Context: an optimization exercise on an open-source flow, tuned for small area, a short achievable clock period and few clock cycles per item. The choices shown serve that exercise and are no tape-out recipe. Where RTL was checked, it was by simulation tests only, not by an equivalence proof against the original. Power and IR drop assume default switching activity.

main:
==> flow/design.v <==
package mfs_pkg;
    localparam int QUEUE_DEPTH = 16;
    localparam int CNT_W       = $clog2(QUEUE_DEPTH + 1);
    localparam int REQ_W       = 2;
    localparam int SRC_W       = 16;
    localparam int MSG_W       = 32;
    localparam int PRI_W       = 8;
    localparam int OCC_W       = 5;
    localparam int ENT_W       = SRC_W + MSG_W + PRI_W;
    localparam logic [REQ_W-1:0] REQ_ENQUEUE = 2'd0;
    localparam logic [REQ_W-1:0] REQ_DEQUEUE = 2'd1;
    localparam logic [REQ_W-1:0] REQ_SEARCH  = 2'd2;
    localparam logic [REQ_W-1:0] REQ_CLEAR   = 2'd3;
endpackage
module mfs_store (
    input  logic                                  i_clk,
    input  logic                                  i_shift,
    input  logic [mfs_pkg::ENT_W-1:0]             i_wr_entry,
    input  logic [mfs_pkg::MSG_W-1:0]             i_key,
    output logic [mfs_pkg::QUEUE_DEPTH-1:0]       o_hit,
    output logic [mfs_pkg::QUEUE_DEPTH*mfs_pkg::ENT_W-1:0] o_slots
);
    logic [mfs_pkg::ENT_W-1:0] r_mem [0:mfs_pkg::QUEUE_DEPTH-1];
    always_ff @(posedge i_clk) begin
        if (i_shift) begin
            r_mem[0] <= i_wr_entry;
            for (int i = 1; i < mfs_pkg::QUEUE_DEPTH; i++)
                r_mem[i] <= r_mem[i-1];
        end
    end
    always_comb begin
        for (int i = 0; i < mfs_pkg::QUEUE_DEPTH; i++) begin
            o_slots[i*mfs_pkg::ENT_W +: mfs_pkg::ENT_W] = r_mem[i];
            o_hit[i]  = (r_mem[i][mfs_pkg::PRI_W +: mfs_pkg::MSG_W] == i_key);
        end
    end
endmodule
module mfs_ctrl (
    input  logic [mfs_pkg::QUEUE_DEPTH-1:0]       i_pick,
    input  logic [mfs_pkg::QUEUE_DEPTH/4-1:0]     i_grp,
    input  logic [mfs_pkg::QUEUE_DEPTH*mfs_pkg::ENT_W-1:0] i_slots,
    output logic                                  o_found,
    output logic [mfs_pkg::ENT_W-1:0]             o_entry
);
    localparam int G = mfs_pkg::QUEUE_DEPTH / 4;
    logic [G-1:0]                    gsel;
    logic [mfs_pkg::QUEUE_DEPTH-1:0] sel;
    always_comb begin
        for (int g = 0; g < G; g++) begin
            gsel[g] = i_grp[g];
            for (int h = g + 1; h < G; h++)
                gsel[g] = gsel[g] & !i_grp[h];
        end
        for (int i = 0; i < mfs_pkg::QUEUE_DEPTH; i++)
            sel[i] = i_pick[i] & gsel[i/4];
        o_found = |i_grp;
        o_entry = '0;
        for (int i = 0; i < mfs_pkg::QUEUE_DEPTH; i++)
            o_entry = o_entry | ({mfs_pkg::ENT_W{sel[i]}}
                                 & i_slots[i*mfs_pkg::ENT_W +: mfs_pkg::ENT_W]);
    end
endmodule
module message_fifo_with_search_unit (
    input  logic       i_clk,
    input  logic       i_rst_n,
    input  logic                             i_req_valid,
    output logic                             o_req_ready,
    input  logic        [mfs_pkg::REQ_W-1:0] i_req_type,
    input  logic        [mfs_pkg::SRC_W-1:0] i_req_source,
    input  logic signed [mfs_pkg::MSG_W-1:0] i_req_message,
    input  logic        [mfs_pkg::PRI_W-1:0] i_req_priority,
    output logic                             o_rsp_valid,
    input  logic                             i_rsp_ready,
    output logic                             o_rsp_ok,
    output logic        [mfs_pkg::SRC_W-1:0] o_rsp_source,
    output logic signed [mfs_pkg::MSG_W-1:0] o_rsp_message,
    output logic        [mfs_pkg::PRI_W-1:0] o_rsp_priority,
    output logic        [mfs_pkg::OCC_W-1:0] o_rsp_occupancy
);
    localparam int D = mfs_pkg::QUEUE_DEPTH;
    localparam int G = D / 4;
    logic [D-1:0]               r_valid;     
    logic                       r_b_valid;
    logic                       r_b_ok;      
    logic [D-1:0]               r_b_pick;    
    logic [G-1:0]               r_b_grp;     
    logic                       r_out_valid;
    logic                       r_both;      
    logic                       r_out_ok;
    logic [mfs_pkg::ENT_W-1:0]  r_out_entry;
    logic [mfs_pkg::OCC_W-1:0]  r_out_occ;
    logic                       accept;
    logic                       full;
    logic                       empty;
    logic                       is_enq, is_deq, is_srch, is_clr;
    logic                       shift;
    logic [D-1:0]               hit;
    logic [D-1:0]               front;
    logic [D-1:0]               cand;
    logic [D-1:0]               lfirst;
    logic [G-1:0]               gany;
    logic [D*mfs_pkg::ENT_W-1:0] slots;
    logic                       found;
    logic [mfs_pkg::ENT_W-1:0]  entry;
    logic                       b_move;
    logic                       n_b_valid;
    logic                       n_out_valid;
    logic [mfs_pkg::OCC_W-1:0]  occ;
    assign full    = r_valid[D-1];
    assign empty   = !r_valid[0];
    assign is_enq  = (i_req_type == mfs_pkg::REQ_ENQUEUE);
    assign is_deq  = (i_req_type == mfs_pkg::REQ_DEQUEUE);
    assign is_srch = (i_req_type == mfs_pkg::REQ_SEARCH);
    assign is_clr  = (i_req_type == mfs_pkg::REQ_CLEAR);
    assign b_move      = !r_out_valid || i_rsp_ready;
    assign o_req_ready = !r_both || i_rsp_ready;
    assign accept      = i_req_valid && o_req_ready;
    assign shift       = accept && is_enq && !full;
    assign front = r_valid & ~{1'b0, r_valid[D-1:1]};
    always_comb begin
        occ = '0;
        for (int i = 0; i < D; i++)
            if (front[i])
                occ = occ | mfs_pkg::OCC_W'(i + 1);
    end
    mfs_store u_store (
        .i_clk      (i_clk),
        .i_shift    (shift),
        .i_wr_entry ({i_req_source, i_req_message, i_req_priority}),
        .i_key      (i_req_message),
        .o_hit      (hit),
        .o_slots    (slots)
    );
    always_comb begin
        cand = is_deq ? front : (is_srch ? (hit & r_valid) : '0);
        for (int g = 0; g < G; g++) begin
            gany[g] = |cand[4*g +: 4];
            lfirst[4*g+3] = cand[4*g+3];
            lfirst[4*g+2] = cand[4*g+2] & !cand[4*g+3];
            lfirst[4*g+1] = cand[4*g+1] & !cand[4*g+2] & !cand[4*g+3];
            lfirst[4*g+0] = cand[4*g+0] & !cand[4*g+1] & !cand[4*g+2] & !cand[4*g+3];
        end
    end
    mfs_ctrl u_pick (
        .i_pick  (r_b_pick),
        .i_grp   (r_b_grp),
        .i_slots (slots),
        .o_found (found),
        .o_entry (entry)
    );
    always_ff @(posedge i_clk) begin
        if (!i_rst_n) begin
            r_valid <= '0;
        end else if (accept) begin
            if (is_enq && !full)
                r_valid <= {r_valid[D-2:0], 1'b1};
            else if (is_deq && !empty)
                r_valid <= {1'b0, r_valid[D-1:1]};
            else if (is_clr)
                r_valid <= '0;
        end
    end
    always_comb begin
        n_b_valid = r_b_valid;
        if (accept)
            n_b_valid = 1'b1;
        else if (b_move)
            n_b_valid = 1'b0;
        n_out_valid = r_out_valid;
        if (r_b_valid && b_move)
            n_out_valid = 1'b1;
        else if (i_rsp_ready)
            n_out_valid = 1'b0;
    end
    always_ff @(posedge i_clk) begin
        if (!i_rst_n) begin
            r_b_valid   <= 1'b0;
            r_out_valid <= 1'b0;
            r_both      <= 1'b0;
        end else begin
            r_b_valid   <= n_b_valid;
            r_out_valid <= n_out_valid;
            r_both      <= n_b_valid && n_out_valid;
        end
    end
    always_ff @(posedge i_clk) begin
        if (accept) begin
            r_b_ok   <= (is_enq && !full) || is_clr;
            r_b_pick <= lfirst;
            r_b_grp  <= gany;
        end
    end
    always_ff @(posedge i_clk) begin
        if (r_b_valid && b_move) begin
            r_out_ok    <= r_b_ok || found;
            r_out_entry <= entry;
            r_out_occ   <= occ;
        end
    end
    assign o_rsp_valid     = r_out_valid;
    assign o_rsp_ok        = r_out_ok;
    assign o_rsp_source    = r_out_entry[mfs_pkg::PRI_W + mfs_pkg::MSG_W +: mfs_pkg::SRC_W];
    assign o_rsp_message   = r_out_entry[mfs_pkg::PRI_W +: mfs_pkg::MSG_W];
    assign o_rsp_priority  = r_out_entry[0 +: mfs_pkg::PRI_W];
    assign o_rsp_occupancy = r_out_occ;
endmodule
clock: 5.0 ns
lec_check: 0
cap_margin: 20
core_margin: 2
core_utilization: 40
cts_buf_list: sky130_fd_sc_hd__clkbuf_8
cts_cluster_diameter: 90
cts_cluster_size: 14
setup_slack_margin: 2.7
slew_margin: 20
standard.sh (not shown) runs the stock make flow with config.mk's settings and CLKGATE_MAP_FILE= SYNTH_SCRIPT=/design/flow/synth_recipe.tcl, a recipe that flattens the netlist after the stock synthesis.
==> flow/flow/run.sh <==
#!/bin/bash
# Layout flow: the standard flow (standard.sh, unchanged synthesis), with
# the input and output port buffers made from sky130_fd_sc_hd__buf_2 cells
# instead of the cell buffer_ports picks by default.
# The ORFS make output goes to standard.log; each step's own log is kept under
# orfs/logs/ by ORFS.
set -euo pipefail
export BUFFER_PORTS_ARGS="-buffer_cell sky130_fd_sc_hd__buf_2"
bash standard.sh > standard.log 2>&1
For the feature branch, these inputs were changed with respect to main:
-- flow/design.v --
<<< main, line 44
);
    localparam int G = mfs_pkg::QUEUE_DEPTH / 4;
    logic [G-1:0]                    gsel;
    logic [mfs_pkg::QUEUE_DEPTH-1:0] sel;
    always_comb begin
        for (int g = 0; g < G; g++) begin
>>> the feature branch, line 44
);
    localparam int G = mfs_pkg::QUEUE_DEPTH / 4;
    logic [G-1:0]              gsel;
    logic [mfs_pkg::ENT_W-1:0] gval [0:G-1];
    always_comb begin
        for (int g = 0; g < G; g++) begin
<<< main, line 51
            for (int h = g + 1; h < G; h++)
                gsel[g] = gsel[g] & !i_grp[h];
        end
        for (int i = 0; i < mfs_pkg::QUEUE_DEPTH; i++)
            sel[i] = i_pick[i] & gsel[i/4];
        o_found = |i_grp;
        o_entry = '0;
        for (int i = 0; i < mfs_pkg::QUEUE_DEPTH; i++)
            o_entry = o_entry | ({mfs_pkg::ENT_W{sel[i]}}
                                 & i_slots[i*mfs_pkg::ENT_W +: mfs_pkg::ENT_W]);
    end
endmodule
>>> the feature branch, line 51
            for (int h = g + 1; h < G; h++)
                gsel[g] = gsel[g] & !i_grp[h];
            gval[g] = '0;
            for (int k = 0; k < 4; k++)
                gval[g] = gval[g] | ({mfs_pkg::ENT_W{i_pick[4*g+k]}}
                                     & i_slots[(4*g+k)*mfs_pkg::ENT_W +: mfs_pkg::ENT_W]);
        end
        o_found = |i_grp;
        o_entry = '0;
        for (int g = 0; g < G; g++)
            o_entry = o_entry | ({mfs_pkg::ENT_W{gsel[g]}} & gval[g]);
    end
endmodule
[summary]
- Of main and the feature branch, the higher relative area change from synthesis to final layout belongs to main.
- Looking at final core utilization across main and the feature branch, the one that comes out lower is the feature branch.
- Fraction of area in multi-input gates, main and the feature branch, higher one = main.
- The feature branch against main: total leakage power saw a decrease, placer's final routability congestion estimate saw a decrease, part of the power in the clock network saw an increase.
- Total wire length of the feature branch falls short of that of main by a little under 10%.
- Clock period minus worst slack: the feature branch vs main down 0.34 ns
- On buffering stage count on the worst path with inverters included, the lower figure sits with the feature branch, not main.
- The feature branch: die area is 0.0011 mm2 higher than what main reported.
Testbench counts of the feature branch, summed over its fixed seeds: cycles 24,016, items 24,000.
For main, only the layout was checked, not whether the RTL still works.

==> what the ideal ports hide <==
No port has a modelled driver above. Below, the same layouts with a new extraction and two added sets of constraints.
Step 1 assumes that a clkbuf_16 drives the clock port and a buf_2 every other input.
Step 2 times the ports against the registers' clock, not the clock port: input delays grow and output delays shrink by t, the midpoint of the rising clock arrivals with the driver on.
Slacks: ideal / step 1 / step 2; pairs: ideal / step 1.
| run | shift t [ns] | setup slack, ns | worst data-port slew with drivers (ns) | pins driven straight from the clock port |
|---|---|---|---|---|
| main | 0.807 | 2.316 / 2.316 / 1.690 | 0.09 | 1 |
| the feature branch | 0.797 | 2.656 / 2.615 / 1.880 | 0.10 | 1 |
After both steps setup and hold are still met in every run listed. The setup slack of the feature branch, which loses most, moves by -0.041 ns with the drivers and by -0.776 ns with both steps.
